Background: an optimization exercise with open tools, aiming at small area, a short achievable clock period and few clock cycles per item. Do not read the settings as production practice.
No run shown here included a check of the RTL's function; only the layout flow was run.
Power and IR drop assume default switching activity.

File: design.v
`timescale 1ns/1ps
module stage_buffer #(
	parameter int W = 38
)
(
	input logic clk,
	input logic reset,
	input logic in_valid,
	output logic in_ready,
	input logic [W-1:0] in_data,
	output logic out_valid,
	input logic out_ready,
	output logic [W-1:0] out_data
);
	logic full;
	logic [W-1:0] data;
	assign in_ready = !full || out_ready;
	always_ff @(posedge clk)
	begin
		if (reset)
			full <= 1'b0;
		else if (in_ready)
			full <= in_valid;
	end
	always_ff @(posedge clk)
	begin
		if (in_valid && in_ready)
			data <= in_data;
	end
	assign out_valid = full;
	assign out_data = data;
endmodule
`timescale 1ns/1ps
module terminal_check (
	input logic [1:0] op,
	input logic [16-1:0] f,
	input logic [16-1:0] g,
	output logic hit,
	output logic [1:0] rsel,  
	output logic swap,  
	output logic need_f,  
	output logic need_g,
	output logic shared  
);
	logic f_nz;
	logic g_nz;
	logic f_false;
	logic f_true;
	logic g_false;
	logic g_true;
	logic same;
	logic compl;
	logic exist;
	logic greater;
	logic f_z;
	logic g_z;
	logic op_and;
	logic op_or;
	logic op_xor;
	assign f_z = (f[16-1:1] == '0);
	assign g_z = (g[16-1:1] == '0);
	assign f_nz = !f_z;
	assign g_nz = !g_z;
	assign f_false = f_z && !f[0];
	assign f_true = f_z && f[0];
	assign g_false = g_z && !g[0];
	assign g_true = g_z && g[0];
	assign shared = (f[16-1:1] == g[16-1:1]);
	assign same = shared && (f[0] == g[0]);
	assign compl = shared && (f[0] != g[0]);
	assign op_and = (op == 2'd0);
	assign op_or = (op == 2'd1);
	assign op_xor = (op == 2'd2);
	assign exist = (op == 2'd3);
	assign hit = exist ? f_z :
		(shared || f_false || g_false || (!op_xor && (f_true || g_true)));
	assign rsel[1] =
		(op_and && !(f_false || g_false) && (f_true || g_true || same)) ||
		(op_or && !(f_true || g_true) && (f_false || g_false || same)) ||
		(op_xor && !shared && (f_false || g_false)) ||
		(exist && f_z);
	assign rsel[0] =
		(op_and && f_true && !g_false) ||
		(op_or && (f_true || g_true || f_false || compl)) ||
		(op_xor && !same && (compl || f_false));
	always_comb
	begin
		logic [16-1:0] gt;
		logic [16-1:0] eq;
		gt = f & ~g;
		eq = ~(f ^ g);
		for (int w = 1; w < 16; w = w * 2)
			for (int i = 0; i + w < 16; i = i + 2 * w)
			begin
				gt[i] = gt[i + w] || (eq[i + w] && gt[i]);
				eq[i] = eq[i + w] && eq[i];
			end
		greater = gt[0];
	end
	assign swap = !exist && greater;  
	assign need_f = exist || (f_nz && g_nz);
	assign need_g = !exist && !shared;
endmodule
`timescale 1ns/1ps
module var_fetch_ctrl #(
	parameter int N = 5  
)
(
	input logic clk,
	input logic reset,
	input logic in_valid,
	output logic in_ready,
	input logic [3-1:0] in_id,
	input logic in_negate,
	input logic [1:0] in_op,
	input logic [16-1:0] in_f,  
	input logic [16-1:0] in_g,
	input logic in_hit,
	input logic [1:0] in_rsel,
	input logic in_swap,
	input logic in_need_f,
	input logic in_need_g,
	input logic in_shared,
	output logic mem_req_valid,
	input logic mem_req_ready,
	output logic [16-2:0] mem_req_node,
	input logic mem_resp_valid,
	input logic [8-1:0] mem_resp_var,
	output logic [8-1:0] qvar,
	input logic qbit,  
	output logic out_valid,
	input logic out_ready,
	output logic [3-1:0] out_id,
	output logic out_negate,
	output logic [1:0] out_op,
	output logic [16-1:0] out_f,
	output logic [16-1:0] out_g,
	output logic out_hit,
	output logic [16-1:0] out_result,
	output logic [8-1:0] out_top,
	output logic out_fetch_f,
	output logic out_fetch_g,
	output logic out_quantify
);
	localparam int PW = $clog2(N);
	localparam logic [PW-1:0] LAST = PW'(N - 1);
	localparam int IW = 16;
	localparam int VW = 8;
	logic [N-1:0][3-1:0] e_id;
	logic [N-1:0] e_negate;
	logic [N-1:0][1:0] e_op;
	logic [N-1:0][IW-1:0] e_f;  
	logic [N-1:0][IW-1:0] e_g;
	logic [N-1:0] e_hit;
	logic [N-1:0][1:0] e_rsel;
	logic [N-1:0] e_swap;  
	logic [N-1:0] e_shared;
	logic [N-1:0][VW-1:0] e_top;  
	logic [N-1:0] e_ff;
	logic [N-1:0] e_fg;
	logic [N-1:0] e_q;
	logic [N-1:0] e_pf;  
	logic [N-1:0] e_pg;
	logic [N-1:0] e_wf;  
	logic [N-1:0] e_wg;
	localparam logic [1:0] K_G = 2'd0;  
	localparam logic [1:0] K_F_MORE = 2'd1;  
	localparam logic [1:0] K_F = 2'd2;  
	localparam logic [1:0] K_F_SHARED = 2'd3;  
	logic [PW:0] wp;  
	logic [PW:0] ip;  
	logic [PW:0] rp;  
	logic [PW:0] wp_next;
	logic [PW:0] wp_inc;
	logic [PW:0] ip_inc;
	logic [PW:0] rp_inc;
	logic [PW:0] rp_next;
	logic alloc;
	logic [PW-1:0] wi;
	logic [PW-1:0] ii;
	logic [PW-1:0] ri;
	logic [N-1:0] wh;  
	logic [N-1:0] ih;
	logic [N-1:0] rh;
	logic i_swap;
	logic i_shared;
	logic [IW-1:0] i_f;
	logic [IW-1:0] i_g;
	logic [3-1:0] r_id;
	logic r_negate;
	logic [1:0] r_op;
	logic [IW-1:0] r_f;
	logic [IW-1:0] r_g;
	logic r_hit;
	logic [1:0] r_rsel;
	logic r_swap;
	logic [VW-1:0] r_top;
	logic r_ff;
	logic r_fg;
	logic r_q;
	logic r_wait;
	logic g_valid;
	logic g_pf;
	logic g_pg;
	logic g_avail;
	logic g_load;
	logic rq_open;
	logic [IW-2:0] g_node;
	logic i_adv;
	logic in_pf;
	logic in_pg;
	logic [N-1:0] th;  
	logic [N-1:0] t_aw;
	logic [N-1:0] t_hi;
	logic [1:0] t_kind;
	logic second;  
	logic [VW-1:0] first_var;  
	logic le;
	logic ge;
	logic is_none;
	logic [VW-1:0] f_top;
	logic f_ff;
	logic f_fg;
	logic f_upd;
	logic rr_upd;  
	logic [N-1:0] rr_th;
	logic r_done;
	logic o_load;
	logic o_q;
	assign wi = wp[PW-1:0];
	assign ii = ip[PW-1:0];
	assign ri = rp[PW-1:0];
	always_comb
	begin
		for (int i = 0; i < N; i++)
		begin
			wh[i] = (wi == i);
			ih[i] = (ii == i);
			rh[i] = (ri == i);
		end
	end
	always_comb
	begin
		i_swap = 1'b0;
		i_shared = 1'b0;
		i_f = '0;
		i_g = '0;
		g_pf = 1'b0;
		g_pg = 1'b0;
		r_id = '0;
		r_negate = 1'b0;
		r_op = '0;
		r_f = '0;
		r_g = '0;
		r_hit = 1'b0;
		r_rsel = '0;
		r_swap = 1'b0;
		r_top = '0;
		r_ff = 1'b0;
		r_fg = 1'b0;
		r_q = 1'b0;
		r_wait = 1'b0;
		for (int i = 0; i < N; i++)
		begin
			i_swap = i_swap | (ih[i] & e_swap[i]);
			i_shared = i_shared | (ih[i] & e_shared[i]);
			i_f = i_f | ({IW{ih[i]}} & e_f[i]);
			i_g = i_g | ({IW{ih[i]}} & e_g[i]);
			g_pf = g_pf | (ih[i] & e_pf[i]);
			g_pg = g_pg | (ih[i] & e_pg[i]);
			r_id = r_id | ({3{rh[i]}} & e_id[i]);
			r_negate = r_negate | (rh[i] & e_negate[i]);
			r_op = r_op | ({2{rh[i]}} & e_op[i]);
			r_f = r_f | ({IW{rh[i]}} & e_f[i]);
			r_g = r_g | ({IW{rh[i]}} & e_g[i]);
			r_hit = r_hit | (rh[i] & e_hit[i]);
			r_rsel = r_rsel | ({2{rh[i]}} & e_rsel[i]);
			r_swap = r_swap | (rh[i] & e_swap[i]);
			r_top = r_top | ({VW{rh[i]}} & e_top[i]);
			r_ff = r_ff | (rh[i] & e_ff[i]);
			r_fg = r_fg | (rh[i] & e_fg[i]);
			r_q = r_q | (rh[i] & e_q[i]);
			r_wait = r_wait | (rh[i] & (e_wf[i] | e_wg[i]));
		end
	end
	assign alloc = in_valid && in_ready;
	assign wp_inc = (wi == LAST) ? {!wp[PW], {PW{1'b0}}} : wp + 1'b1;
	assign ip_inc = (ii == LAST) ? {!ip[PW], {PW{1'b0}}} : ip + 1'b1;
	assign rp_inc = (ri == LAST) ? {!rp[PW], {PW{1'b0}}} : rp + 1'b1;
	assign wp_next = alloc ? wp_inc : wp;
	assign rp_next = o_load ? rp_inc : rp;
	assign in_pf = !in_hit && in_need_f;
	assign in_pg = !in_hit && in_need_g;
	assign rq_open = !mem_req_valid || mem_req_ready;
	assign g_valid = (ip != wp);
	assign g_avail = g_valid && (g_pf || g_pg);
	assign g_load = g_avail && rq_open;
	assign g_node = (g_pf ^ i_swap) ? i_f[IW-1:1] : i_g[IW-1:1];
	assign i_adv = g_valid && (!(g_pf || g_pg) || (g_load && !(g_pf && g_pg)));
	always_comb
	begin
		logic seen;
		logic found;
		t_aw = e_wf | e_wg;
		seen = 1'b0;
		for (int i = 0; i < N; i++)
		begin
			seen = seen | rh[i];
			t_hi[i] = t_aw[i] & seen;
		end
		found = 1'b0;
		for (int i = 0; i < N; i++)
		begin
			th[i] = !found && ((t_hi != '0) ? t_hi[i] : t_aw[i]);
			found = found | th[i];
		end
	end
	assign t_kind = ((th & e_wf) == '0) ? K_G : ((th & (e_pg | e_wg)) != '0) ? K_F_MORE :
		((th & e_shared) != '0) ? K_F_SHARED : K_F;
	assign le = (mem_resp_var <= first_var);
	assign ge = (first_var <= mem_resp_var);
	assign is_none = (mem_resp_var == {8{1'b1}});
	always_comb
	begin
		f_top = (second && !le) ? first_var : mem_resp_var;
		f_upd = !second || le;
		if (second)
		begin
			f_ff = ge;
			f_fg = le;
		end
		else
		begin
			f_ff = (t_kind != K_G) || is_none;
			f_fg = (t_kind != K_F) || is_none;
		end
	end
	assign qvar = mem_resp_var;
	assign r_done = (rp != ip) && !r_wait;
	assign o_load = r_done && (!out_valid || out_ready);
	assign o_q = (rr_upd && (rr_th & rh) != '0) ? qbit : r_q;
	always_ff @(posedge clk)
	begin
		rr_th <= th;
		if (mem_resp_valid)
			first_var <= mem_resp_var;
		if (g_load)
			mem_req_node <= g_node;
		if (reset)
		begin
			rr_upd <= 1'b0;
			second <= 1'b0;
			wp <= '0;
			ip <= '0;
			rp <= '0;
			in_ready <= 1'b1;
			mem_req_valid <= 1'b0;
			out_valid <= 1'b0;
		end
		else
		begin
			rr_upd <= mem_resp_valid && f_upd;
			if (mem_resp_valid)
				second <= (t_kind == K_F_MORE);
			wp <= wp_next;
			rp <= rp_next;
			in_ready <= !((wp_next[PW] != rp_next[PW]) && (wp_next[PW-1:0] == rp_next[PW-1:0]));
			if (i_adv)
				ip <= ip_inc;
			if (rq_open)
				mem_req_valid <= g_avail;
			if (o_load)
				out_valid <= 1'b1;
			else if (out_ready)
				out_valid <= 1'b0;
		end
	end
	always_ff @(posedge clk)
	begin
		for (int i = 0; i < N; i++)
		begin
			if (in_ready && wh[i])
			begin
				e_id[i] <= in_id;
				e_negate[i] <= in_negate;
				e_op[i] <= in_op;
				e_f[i] <= in_f;
				e_g[i] <= in_g;
				e_hit[i] <= in_hit;
				e_rsel[i] <= in_rsel;
				e_swap[i] <= in_swap;
				e_shared[i] <= in_shared;
			end
		end
	end
	always_ff @(posedge clk)
	begin
		for (int i = 0; i < N; i++)
		begin
			if (reset)
			begin
				e_pf[i] <= 1'b0;
				e_pg[i] <= 1'b0;
				e_wf[i] <= 1'b0;
				e_wg[i] <= 1'b0;
			end
			else if (alloc && wh[i])
			begin
				e_pf[i] <= in_pf;
				e_pg[i] <= in_pg;
				e_wf[i] <= 1'b0;
				e_wg[i] <= 1'b0;
			end
			else
			begin
				if (g_load && ih[i])
				begin
					if (g_pf)
					begin
						e_pf[i] <= 1'b0;
						e_wf[i] <= 1'b1;
					end
					else
					begin
						e_pg[i] <= 1'b0;
						e_wg[i] <= 1'b1;
					end
				end
				if (mem_resp_valid && th[i])
				begin
					if (e_wf[i])
						e_wf[i] <= 1'b0;
					else
						e_wg[i] <= 1'b0;
				end
			end
		end
	end
	always_ff @(posedge clk)
	begin
		for (int i = 0; i < N; i++)
		begin
			if (mem_resp_valid && th[i])
			begin
				e_top[i] <= f_top;
				e_ff[i] <= f_ff;
				e_fg[i] <= f_fg;
			end
			if (rr_upd && rr_th[i])
				e_q[i] <= qbit;
		end
	end
	always_ff @(posedge clk)
	begin
		if (o_load)
		begin
			out_id <= r_id;
			out_negate <= r_negate;
			out_op <= r_op;
			out_hit <= r_hit;
			if (r_swap && !r_hit)
			begin
				out_f <= r_g;
				out_g <= r_f;
			end
			else
			begin
				out_f <= r_f;
				out_g <= r_g;
			end
			case (r_rsel)
				2'd0: out_result <= {16{1'b0}};
				2'd1: out_result <= {{(16-1){1'b0}}, 1'b1};
				2'd2: out_result <= r_f;
				default: out_result <= r_g;
			endcase
			out_top <= r_hit ? {8{1'b1}} : r_top;
			out_fetch_f <= !r_hit && r_ff;
			out_fetch_g <= !r_hit && r_fg;
			out_quantify <= !r_hit && o_q && (r_op != 2'd0);
		end
	end
endmodule
`timescale 1ns/1ps
module quantify_table (
	input logic clk,
	input logic reset,
	input logic cfg_write,
	input logic [8-1:0] cfg_address,
	input logic [32-1:0] cfg_wdata,
	input logic [8-1:0] qvar,
	output logic qbit  
);
	localparam int SEL_W = $clog2((256 / 32));
	logic [(256 / 32)-1:0][32-1:0] words;
	logic [(256 / 32)-1:0] qcol;
	logic [SEL_W-1:0] qsel;
	always_ff @(posedge clk)
	begin
		for (int i = 0; i < (256 / 32); i++)
		begin
			if (reset)
				words[i] <= '0;
			else if (cfg_write && cfg_address == i)
				words[i] <= cfg_wdata;
		end
	end
	always_ff @(posedge clk)
	begin
		for (int i = 0; i < (256 / 32); i++)
			qcol[i] <= words[i][qvar[4:0]];
		qsel <= qvar[8-1:5];
	end
	assign qbit = qcol[qsel];
endmodule
`timescale 1ns/1ps
module apply_front (
	input logic clk,
	input logic reset,
	input logic in_valid,
	output logic in_ready,
	input logic [3-1:0] in_id,
	input logic in_negate,
	input logic [1:0] in_op,
	input logic [16-1:0] in_f,
	input logic [16-1:0] in_g,
	output logic var_req_valid,
	input logic var_req_ready,
	output logic [16-2:0] var_req_node,
	input logic var_resp_valid,
	input logic [8-1:0] var_resp_var,
	input logic cfg_write,
	input logic [8-1:0] cfg_address,
	input logic [32-1:0] cfg_wdata,
	output logic out_valid,
	input logic out_ready,
	output logic [3-1:0] out_id,
	output logic out_negate,
	output logic [1:0] out_op,
	output logic [16-1:0] out_f,
	output logic [16-1:0] out_g,
	output logic out_hit,
	output logic [16-1:0] out_result,
	output logic [8-1:0] out_top,
	output logic out_fetch_f,
	output logic out_fetch_g,
	output logic out_quantify
);
	logic hit;
	logic [1:0] rsel;
	logic swap;
	logic need_f;
	logic need_g;
	logic shared;
	logic [8-1:0] qvar;
	logic qbit;
	terminal_check terminal_check_i (
		.op(in_op), .f(in_f), .g(in_g),
		.hit(hit), .rsel(rsel), .swap(swap),
		.need_f(need_f), .need_g(need_g), .shared(shared)
	);
	var_fetch_ctrl var_fetch_ctrl_i (
		.clk(clk), .reset(reset),
		.in_valid(in_valid), .in_ready(in_ready),
		.in_id(in_id), .in_negate(in_negate), .in_op(in_op), .in_f(in_f), .in_g(in_g),
		.in_hit(hit), .in_rsel(rsel), .in_swap(swap),
		.in_need_f(need_f), .in_need_g(need_g), .in_shared(shared),
		.mem_req_valid(var_req_valid), .mem_req_ready(var_req_ready),
		.mem_req_node(var_req_node), .mem_resp_valid(var_resp_valid),
		.mem_resp_var(var_resp_var),
		.qvar(qvar), .qbit(qbit),
		.out_valid(out_valid), .out_ready(out_ready),
		.out_id(out_id), .out_negate(out_negate), .out_op(out_op),
		.out_f(out_f), .out_g(out_g), .out_hit(out_hit), .out_result(out_result),
		.out_top(out_top), .out_fetch_f(out_fetch_f), .out_fetch_g(out_fetch_g),
		.out_quantify(out_quantify)
	);
	quantify_table quantify_table_i (
		.clk(clk), .reset(reset),
		.cfg_write(cfg_write), .cfg_address(cfg_address), .cfg_wdata(cfg_wdata),
		.qvar(qvar), .qbit(qbit)
	);
endmodule
File: constraint.sdc
create_clock -name core_clock -period 5.5 [get_ports {clk}]
set_input_delay 1.1000 -clock core_clock [delete_from_list [all_inputs] [get_ports {clk}]]
set_output_delay 1.1000 -clock core_clock [all_outputs]
set_load 0.01 [all_outputs]
File: config.mk
export PLATFORM = sky130hd
export DESIGN_NAME = apply_front
export DESIGN_NICKNAME = apply_front
export VERILOG_FILES = /design/flow/design.v
export SDC_FILE = /design/flow/constraint.sdc
export NUM_CORES = 4
export LEC_CHECK = 0
export CAP_MARGIN = 20
export CORE_MARGIN = 2
export CORE_UTILIZATION = 40
export CTS_BUF_LIST = sky130_fd_sc_hd__clkbuf_8
export SETUP_SLACK_MARGIN = 3.15
export SLEW_MARGIN = 20
File: run.sh
#!/bin/bash
# synth_recipe.tcl (not shown) runs the flow's synth.tcl, then flattens the netlist and writes it again
# the make line also repeats each setting of config.mk as NAME=value (left out here)
make -C /OpenROAD-flow-scripts/flow DESIGN_CONFIG=/design/flow/config.mk WORK_HOME=/design/flow/orfs CLKGATE_MAP_FILE= SYNTH_SCRIPT=/design/flow/synth_recipe.tcl finish
==> summary.md, run 1 <==
| Metric | Value |
|---|---|
| Outcome | finished clean |
| CTS Sinks | 668 |
| Net Sw Frac | 33.7% |
| DR DRC count | 0 |
| P&R area growth vs syn | 28.0% |
| Logic gate share of total power | 39.6% |
| Crit path cell chain | buf_2 |
| Fillers | 6113 |
| Initial Utilization | 40.5% |
| WL per Instance | 23.9 um |
| First-pass GRT wire length | roughly 140000 um |
| Asr flop ratio synth | 0% |
| Post-synth EDFFs | 359 |
| Largest stage delay on the critical path | 460 ps |
| GRT Total Usage | 23.7% |
| Synth Instances | 2588 |
| Commonest non-fill, non-tap cell in the layout | nand2_1 |
| Clk Latency, worst-skew pair | 740 ps |
| Vias per std cell | 5.77 |
| Max Clk Rate | ~400 MHz |
| Mapped cell area | 29100 um^2 |
| CTS Buf Count | 110 |
| Net Count, Synth | 2720 |
| Seq pwr share | a little over a third |
| Crit path buffers/inverters | 1 |
| Clock transition at path regs | 60 ps |
| Int Pwr | approximately 0.012 W |
| CTS tree | built |
| Final period utilization | roughly 45% |
| Critical Setup Path Class | flop to output port |
| Clock Tree Buf Depth | 3 |
| CP Data Arrival Time | around 1400 ps |
| Grt ovf | 0 |
| Minimum clock period | between 2000 and 2500 ps |
| CTS root buf | clkbuf_8 |
| Total core area | 71700 um^2 |
| Max Clock Skew | 40.9 ps |
| Final wirelength | 93600 um |
| RSZ-0062 raised after global routing | yes |
| Final setup vio count | 0 |
| Final ANT Viol Nets | 0 |
| Hold Path Sink | quantify_table_i.words[27] |
| Slew headroom | between 30% and 40% |
| Die width | 274 um |
| Synth Flop Type | edfxtp_1 |
| Worst R2R Setup Slack | 3030 ps |
| Max-slew violation count | 0 |
| Most frequent cells in the layout | nand2_1 (602), edfxtp_1 (359), dfxtp_1 (299) |
| R2r startpoint | var_fetch_ctrl_i.e_wg[0] |
| DR pass1 iterations | 8 |
| WHS Path Cells | 2 |
| Largest net degree at the start of global routing | about 120 |
| Ports | 177 |
| GPL Wtd Cong | 0.867 |
| Die Y | 274 um |
| Flops & latches, synth | around 670 |
| Maximum vdd drop | 502 uV |
| Detailed placer's ending HPWL | 52600 um |
| Hold_buf cts | 0 |
| Post-route setup slack | 3020 ps |
| R2R Path End | var_fetch_ctrl_i.e_fg[3] |
| Crit end category | output port |
| Post-Place Worst Slack | around 1600 ps |
| P_leak | ~13 nW |
| Sw Pwr | 0.00599 W |
| Initial antenna violation count | 2 |
| Number of global-route vias before repair | 22264 |
| CTS H-tree depth | 3 |
| Yosys cell types | 86 |
| Worst Path Max Fanout | 1 |
| Worst Tran Pin Value | slightly below 1000 ps |
| Worst Path Required | 4400 ps |
| Final core utilization | 51.9% |
| Final hold vios | 0 |
| PortBufs | ~180 |
| Ys Warns | 3 |
| Register area share after synthesis | 58.3% |
| Max-cap violations | 0 |
| NumNets Final | 3012 |
| Syn Area/Cell | 11.2 um^2 |
| Via count | 22637 |
| R2R depth | 7 |
| Die area | about 75000 um^2 |
| CP Launch Type | flop |
| Starting DRC count in detailed routing | ~2600 |
| Setup tns final | 0 ps |
| Pwr per Cell Area | 477 nW/um^2 |
| Delay-heaviest family, CP | flip-flops |
| Row cnt | 98 |
| Share of cells above drive strength 1 | around 29% |
| HP Start | quantify_table_i.words[27] |
| Hold/Removal Path Class | flop to flop |
| Clock network power share | 24.8% |
| CP max stage cell | edfxtp_1 |
==> repair_timing <==
| action | in CTS | in global routing |
|---|---|---|
| pin swaps | 33 | 64 |
| gates resized for setup | 656 | 235 |
| buffers inserted | 74 | 58 |
| cloned | 21 | 11 |
| endpoints found under the setup margin | 645 | 559 |
==> cell usage after synthesis (40+ instances only) <==
cell type	instances	area, um^2
a21oi_1	305	1530
a222oi_1	42	420
a22oi_1	64	480
clkbuf_1	120	450
dfxtp_1	309	6190
edfxtp_1	359	10800
inv_1	43	161
mux2_2	44	495
mux2i_1	40	400
mux4_2	82	1850
nand2_1	624	2340
nor2_1	68	255
==> metal layers <==
metal	vias to the layer above	part of all wire, %	routed length [um]	track usage, %
met5	-	0	0	0
met4	0	3.2	2990	8.92
met3	203	7.3	6830	3.97
met2	1064	50	46500	39.3
met1	11248	40	37400	31.3
li1	10122	-	-	-
==> worst max-delay path by stage <==
stage                                     startpoint                          to  cells past startpoint
global placement                     var_resp_var[3]  var_fetch_ctrl_i.e_top[22]                      7
floorplan                                  out_ready   var_fetch_ctrl_i.in_ready                      5
detailed placement                   var_resp_var[3]  var_fetch_ctrl_i.e_top[30]                      7
CTS                                   cfg_address[5]   quantify_table_i.words[5]                      6
global route                  var_fetch_ctrl_i.rp[1]    var_fetch_ctrl_i.e_fg[3]                      9
finish              var_fetch_ctrl_i.mem_req_node[2]             var_req_node[2]                      1
==> area by class of cell <==
class | count | area, um^2 | share of cell area [%]
multi-input cells | 1680 | 12600 | 33.9
diodes | 2 | 5.00 | 0.0134
well taps | 950 | 1190 | 3.19
flip-flops and latches | 668 | 17000 | 45.7
clock buffers | 132 | 1820 | 4.88
clock inverters | 71 | 430 | 1.16
inverters | 43 | 220 | 0.592
repair buffers | 377 | 3930 | 10.6
==> state kept, by name (all words and copies together) (netlist names), 8 cells and up <==
name	flops
quantify_table_i.words	256
var_fetch_ctrl_i.e_f	80
var_fetch_ctrl_i.e_g	80
var_fetch_ctrl_i.e_top	40
var_fetch_ctrl_i.out_f	16
var_fetch_ctrl_i.out_g	16
var_fetch_ctrl_i.out_result	16
var_fetch_ctrl_i.e_id	15
var_fetch_ctrl_i.mem_req_node	15
var_fetch_ctrl_i.e_op	10
var_fetch_ctrl_i.e_rsel	10
quantify_table_i.qcol	8
var_fetch_ctrl_i.first_var	8
var_fetch_ctrl_i.out_top	8
==> cells by family after synthesis <==
| family | Yosys count | synth area share, % |
|---|---|---|
| simple gates | 851 | 12.5 |
| fa+ha+maj | 40 | 1.71 |
| mux | 166 | 9.43 |
| buf+inv | 250 | 3.91 |
| flops | 668 | 58.3 |
| compound gates | 599 | 13.6 |
| xor+xnor | 14 | 0.469 |
==> power by group through the flow <==
stage,Combinational (W),Clock (W),Sequential [W]
floorplan,0.00247,0,0.00656
global placement,0.00453,0,0.00641
detailed placement,0.00459,0,0.00642
finish,0.00704,0.00441,0.00631
global route,0.00738,0.00471,0.00635
CTS,0.00613,0.00448,0.00630
==> through the flow <==
stage	hold WS [ps]	total power, W	area [um^2]	instances
CTS	452	0.0169	35800	3852
finish	452	0.0178	37200	3923
detailed placement	444	0.0110	31800	3554
floorplan	433	0.00903	29600	2588
global placement	438	0.0109	31800	3552
global route	470	0.0184	37200	3923
==> run 2, diff against run 1 <==
--- a/design.v
+++ b/design.v
@@ -104,5 +104,5 @@
 `timescale 1ns/1ps
 module var_fetch_ctrl #(
-	parameter int N = 5  
+	parameter int N = 4  
 )
 (
==> run 2 against run 1 <==
Still clean on timing, DRC and antenna. Core utilization fell by 1.3 points. Routed wire length fell by 17%. Maximum frequency rose by 1.4%. Register-to-register slack improved by 100 ps. Final cell count fell by 11%. Combinational power fell by 35%. Cell area fell by 13%. Non-clock buffer count fell by 76. Synthesized cell count fell by 9.4%. Highest routed layer unchanged.
==> summary.md, run 2 <==
| Metric | Value |
|---|---|
| Yosys cell types | 64 |
| Finished Layout Cells | 3497 |
| Ys Warns | 3 |
| Die area | 66600 um^2 |
| CTS Buf Count | 101 |
| Vias per std cell | 5.61 |
| Critical Setup Path Class | flop to output port |
| Sw Pwr | 0.00492 W |
| Placed cells | 3216 |
| Number of global-route vias before repair | 18983 |
| P&R area growth vs syn | 25.5% |
| Crit path cell chain | buf_2 |
| Top cells by area, synth | edfxtp_1 (35%), dfxtp_1 (23%), nand2_1 (5.8%), mux2i_1 (5.8%), a21oi_1 (4.6%) |
| Top Registers | quantify_table_i.words (256), var_fetch_ctrl_i.e_f (64), var_fetch_ctrl_i.e_g (64) |
| Most common cell in the netlist | nand2_1 |
| Syn Area/Cell | roughly 11 um^2 |
| Asr flop ratio synth | 0% |
| Starting DRC count in detailed routing | 1843 |
| Register area share after synthesis | 58.8% |
| Busiest metal layer after global routing | met2 |
| CTS tree | built |
| Row cnt | 93 |
| Flops & latches, synth | 606 |
| CP Launch Type | flop |
| Clock network power share | 29.5% |
| Largest Register | quantify_table_i.words |
| Synth Instances | 2346 |
| Detailed placer's ending HPWL | 45200 um |
| Met3 Use GR | 3.33% |
| Final period utilization | 44.4% |
| WL per Instance | 22.3 um |
| DR pass1 iterations | 8 |
| Post-synth top area cell | edfxtp_1 |
| Largest family of logic cells by synthesized area | compound AO/OA/AOI/OAI gates |
| Synth Area in Compound Gates | 14.6% |
| Total core area | 64100 um^2 |
| CTS H-tree depth | 3 |
| CP Data Arrival Time | approximately 1300 ps |
| CP max stage cell | edfxtp_1 |
| Crit path buffers/inverters | 1 |
| Die width | 258 um |
| Worst Path Required | about 4400 ps |
| Synth Flop Type | edfxtp_1 |
| Via count | ~20000 |
| R2R depth | 8 |
| Clock Tree Buf Depth | 3 |
| Delay-heaviest family, CP | flip-flops |
| Post-DP Area | 28600 um^2 |
| Logic gate share of total power | 31.3% |
| Maximum vdd drop | 286 uV |
| Crit end category | output port |
| Net Count, Synth | between 2000 and 2500 |
| Post-synthesis simple-gate area fraction | 10.8% |
| First-pass GRT wire length | 116000 um |
| Final setup vio count | 0 |
| Initial antenna violation count | 1 |
| Seq pwr share | 39.2% |
| Levels on crit path | 1 |
| Post-synthesis adder-cell area fraction | under 10% |
| Final hold vios | 0 |
| Outcome | finished clean |
| Final hold slack | 453 ps |
| Max Clock Skew | approximately 46 ps |
| Final wirelength | 78100 um |
| Largest net degree at the start of global routing | between 150 and 200 |
| XOR/XNOR share of the synthesized area | 0.475% |
| Worst R2R Setup Slack | around 3100 ps |
| Commonest non-fill, non-tap cell in the layout | nand2_1 |
| RSZ-0062 raised after global routing | yes |
| CTS Sinks | 606 |
| Setup tns final | 0 ps |
| Minimum clock period | 2440 ps |
| GRT Total Usage | ~23% |
| Clock transition at path regs | 60 ps |
| Slew headroom | 29.7% |
| Share of cells above drive strength 1 | around 23% |
| Most frequent cells in the layout | nand2_1 (394), edfxtp_1 (305), dfxtp_1 (296) |
| Max-cap violations | 0 |
| Tot Pwr | 0.0147 W |
| Worst Path Max Fanout | 1 |
| GPL Wtd Cong | about 0.83 |
| Critical path origin | var_fetch_ctrl_i.mem_req_node[4] |
| Die Y | between 200 and 300 um |
| Max Clk Rate | 410 MHz |
| P_leak | 11.4 nW |
| Clk Latency, worst-skew pair | between 700 and 800 ps |
| Fillers | 5614 |
| Net Sw Frac | 33.4% |
| Largest stage delay on the critical path | 460 ps |
| Mapped cell area | 25800 um^2 |
| PortBufs | between 150 and 200 |
| NumNets Final | 2686 |
| R2R Path End | var_fetch_ctrl_i.in_ready |
| Grt ovf | 0 |
| DR DRC count | 0 |
| Largest register FFs | 256 |
| Ports | between 150 and 200 |
| Hold/Removal Path Class | flop to flop |
| Setup crit end | var_req_node[4] |
| Synth cell count leaders | nand2_1 (399), edfxtp_1 (305), dfxtp_1 (301) |
| Worst Tran Pin Value | between 1000 and 1500 ps |
| Finished Cell Area | between 30000 and 40000 um^2 |
| Final ANT Viol Nets | 0 |
| Post-synth EDFFs | 305 |
| Share of the synthesized area in the top cell type | 35.5% |
| R2r startpoint | var_fetch_ctrl_i.ip[0] |
| Max-slew violation count | 0 |
| Int Pwr | 0.00980 W |
| CTS root buf | clkbuf_8 |
| Met2 Usage GRT | 37.7% |
| Initial Utilization | 40.3% |
| Multiplexer share of the synthesized area | 9.83% |
| Pwr per Cell Area | 454 nW/um^2 |
| Met1 Usage GRT | 29.8% |
==> run 2: worst min path at each step <==
stage,depth (start not counted),end,startpoint
2_1_floorplan,2,quantify_table_i.words[10],quantify_table_i.words[10]
3_3_place_gp,2,quantify_table_i.words[185],quantify_table_i.words[185]
3_5_place_dp,2,quantify_table_i.words[135],quantify_table_i.words[135]
4_1_cts,2,quantify_table_i.words[135],quantify_table_i.words[135]
5_1_grt,2,quantify_table_i.words[133],quantify_table_i.words[133]
6_report,2,quantify_table_i.words[144],quantify_table_i.words[144]
==> run 2: routing by layer <==
layer  share of wire (%)  wire (um)
met5                   0          0
met4                 2.7       2070
met3                 6.1       4760
met2                  48      37800
met1                  43      33500
==> run 2: cell families after synthesis <==
| group | Yosys count |
|---|---|
| simple gates | 675 |
| flops | 606 |
| compound gates | 578 |
| buf+inv | 236 |
| mux | 200 |
| fa+ha+maj | 37 |
| xor+xnor | 14 |
==> run 2: layout make-up <==
type | instances | area [um^2] | share of cell area (%)
sequential | 606 | 15200 | 46.9
clock inverter | 65 | 549 | 1.69
timing repair buffer | 301 | 2910 | 8.96
clock buffer | 122 | 1680 | 5.18
inverter | 41 | 214 | 0.660
tap | 855 | 1070 | 3.30
multi-input combinational | 1506 | 10800 | 33.3
antenna | 1 | 2.50 | 0.00772
==> run 2: power by group through the flow <==
stage,registers (W),clock network [W],logic (W)
6_report,0.00577,0.00434,0.00461
5_1_grt,0.00582,0.00464,0.00489
4_1_cts,0.00577,0.00442,0.00418
3_5_place_dp,0.00587,0,0.00390
3_3_place_gp,0.00586,0,0.00385
2_1_floorplan,0.00600,0,0.00208
==> run 2: what timing repair did <==
item / CTS / global route
hold buffers: 0 / 0
pin swaps: 27 / 24
cloned: 10 / 6
setup buffers: 54 / 23
resized for setup: 600 / 154
endpoints found under the setup margin: 627 / 527
==> run 2: stage by stage <==
| step | setup WS (ps) | utilization, % |
|---|---|---|
| after floorplan | 1000 | - |
| after global placement | 1190 | 44.6 |
| after detailed placement | 1570 | 44.7 |
| after CTS | 3000 | 49.6 |
| after global routing | 3020 | 50.6 |
| final | 3060 | 50.6 |

[separate check: timing with driven ports]
No port has a modelled driver above. Below, the same layouts with a new extraction and two added sets of constraints. Step 1 assumes that a clkbuf_16 drives the clock port and a buf_2 every other input. Step 2 moves the port delays by t, midway between the first and last clock arrival at a register: inputs arrive t later, outputs are due t later. That takes back most of the time a late clock gives input paths. Slacks: ideal / step 1 / step 2; pairs: ideal / step 1.
| run | shift t [ns] | slack for setup (ns) | latest minus earliest clock arrival (ns) |
|---|---|---|---|
| run 1 | 0.778 | 3.025 / 2.955 / 2.286 | 0.057 / 0.057 |
| run 2 | 0.754 | 3.059 / 2.998 / 2.351 | 0.053 / 0.053 |
After both steps setup and hold are still met in every run listed. The setup slack of run 1, which loses most, moves by -0.070 ns with the drivers and by -0.739 ns with both steps.
